This design comes from an exercise in tuning for small area and a short achievable clock period on the open sky130 flow, not from production work.
Function was checked by simulation only, so behaviour that the tests miss may differ from the original.

## run A
==> flow/design.v (excerpt) <==
module aes_round_top (
  input  wire          clk,
  input  wire          rst,
  input  wire          in_valid,
  input  wire [256:0]  in_data,
  output wire          out_valid,
  output wire [127:0]  out_state
);
  localparam int SBOX_CYCLES = 2;
  reg  [SBOX_CYCLES:0] valid_pipe;
  wire [127:0]         shifted;
  always @(posedge clk) begin
    if (rst) begin
      valid_pipe <= '0;
    end else begin
      valid_pipe <= {valid_pipe[SBOX_CYCLES-1:0], in_valid};
    end
  end
  assign out_valid = valid_pipe[SBOX_CYCLES];
  reg [128*SBOX_CYCLES-1:0] key_pipe;
  wire [127:0]              round_key;
  always @(posedge clk) begin
    key_pipe[127:0] <= in_data[128:1] & {128{~in_data[0]}};
  end
  if (SBOX_CYCLES > 1) begin : g_key
    always @(posedge clk) begin
      key_pipe[128*SBOX_CYCLES-1:128] <= key_pipe[128*SBOX_CYCLES-129:0];
    end
  end
  assign round_key = key_pipe[128*SBOX_CYCLES-1 -: 128];
  aes_sub_shift_stage u_sub_shift (
    .clk      (clk),
    .in_state (in_data[256:129]),
    .shifted  (shifted)
  );
  aes_mix_key_stage u_mix_key (
    .clk       (clk),
    .shifted   (shifted),
    .round_key (round_key),
    .out_state (out_state)
  );
endmodule
Settings: LEC_CHECK=0, CAP_MARGIN=20, CORE_MARGIN=2, CORE_UTILIZATION=50, CTS_BUF_LIST=sky130_fd_sc_hd__clkbuf_8, PLACE_DENSITY=0.65, SETUP_SLACK_MARGIN=2.8, SLEW_MARGIN=20; clock period 5.0 ns.
standard.sh (not shown) runs the stock make flow with config.mk's settings and CLKGATE_MAP_FILE= SYNTH_SCRIPT=/design/flow/synth_recipe.tcl, a recipe that flattens the netlist after the stock synthesis.
==> flow/flow/run.sh <==
#!/bin/bash
# Own layout flow: the standard layout (standard.sh) with two changes.
#  1. Synthesis maps the logic with flow/abc.script (area-recovering mapping
#     that keeps the XOR structure of the s-boxes) in place of ORFS's ABC
#     speed script. Everything else in synthesis is the standard one
#     (synth_recipe.tcl on a copy of ORFS's scripts folder), so registers keep
#     their standard names and cells.
#  2. Ports are buffered with sky130_fd_sc_hd__buf_1 instead of the default
#     delay-cell buffer.
# Each tool's output goes to a log of its own in this folder (synth.log,
# layout.log) and ORFS's per-step logs under orfs/logs/.
set -euo pipefail
W=$PWD
rm -rf "$W/scripts_abc"
cp -r "$FLOW_HOME/scripts" "$W/scripts_abc"
cp "$W/flow/abc.script" "$W/scripts_abc/abc_speed.script"
bash "$W/standard.sh" synth SCRIPTS_DIR="$W/scripts_abc" > "$W/synth.log" 2>&1
bash "$W/standard.sh" finish "BUFFER_PORTS_ARGS=-buffer_cell sky130_fd_sc_hd__buf_1" > "$W/layout.log" 2>&1
==> flow/flow/abc.script <==
strash
dch -f
map -a
topo
buffer -c
upsize -c
dnsize -c
Run A finished every step from synthesis to the final layout, and the layout passed the timing, design-rule and antenna checks.
Modified inputs, run B compared to run A
Settings: clearing SETUP_SLACK_MARGIN, which used to be 2.8; swapping 0.65 for 0.45 in PLACE_DENSITY; swapping 50 for 30 in CORE_UTILIZATION; clearing CTS_BUF_LIST, which used to be sky130_fd_sc_hd__clkbuf_8.
- Of the two values seen for highest-delay cell along the critical path, dfxtp_4 was produced by run A and xnor2_1 by run B.
- Run B vs run A on post-route minimum period: run B is the higher one.
- Run B against run A: layout buffer count excluding clock buffers barely changed, final clock period utilization by the worst path higher, final area fell 1.8%.
- Total track usage was higher in the run labelled run A.
- Pin count of the biggest net entering global routing was lower in run A than in run B.
- Via count (lower): run B
- Global-route wire length before repair sits higher in run B than in run A.
- Number of global-route vias before repair, run B vs run A: down by a few percent
Edits applied to the flow inputs when going from run B to run C:
Settings: CTS_BUF_LIST: unset -> sky130_fd_sc_hd__clkbuf_8; CTS_CLUSTER_SIZE: unset -> 16; PLACE_DENSITY: 0.45 -> 0.75; CORE_UTILIZATION: 30 -> 65; CTS_CLUSTER_DIAMETER: unset -> 60.
Findings:
Compared with run B, placement density in the core of run C is higher. Compared with run B, in run C ratio of final minimum period to clock period moved down; vertical die dimension -120 um; non-clock buffer count now sits lower.
diff inputs: run C => run D
Settings: PLACE_DENSITY: 0.75 -> 0.65; CORE_UTILIZATION: 65 -> 50.
==> summary.txt <==
Delta (run D minus run C): via count -377; non-clock buffer count ~0 delta; endpoint arrival time on the critical path -20 ps; design area +1.5%.
Run D vs. run C: global-route usage decreased 5.1 points; final wirelength increased 2.9%; worst setup slack increased 17 ps; count of clock-buffer cells in the layout increased about 14%.

[port drivers added, routing unchanged]
The flow's constraints put no driver on any port. The routed layouts listed below were extracted and timed again, unchanged, in two steps.
Step 1 assumes that a clkbuf_16 drives the clock port and a buf_2 every other input.
Step 2, shift: input delay + t, output delay - t, t = (earliest + latest rising clock arrival at the registers) / 2. This alone moves slack from input paths to output paths.
a / b / c = no drivers / after step 1 / after step 2; a / b = the first two.
| run | t (ns) | setup slack, ns | hold slack, ns |
|---|---|---|---|
| run A | 0.875 | 2.701 / 2.635 / 2.116 | 0.316 / 0.316 / 0.316 |
| run B | 0.779 | 2.457 / 2.457 / 1.965 | 0.315 / 0.315 / 0.315 |
| run C | 0.740 | 2.672 / 2.670 / 1.959 | 0.324 / 0.324 / 0.324 |
| run D | 0.744 | 2.689 / 2.635 / 1.946 | 0.290 / 0.290 / 0.290 |
After both steps setup and hold are still met in every run listed. For run D, which loses most, drivers alone change the setup slack by -0.054 ns; drivers and shift together by -0.743 ns.
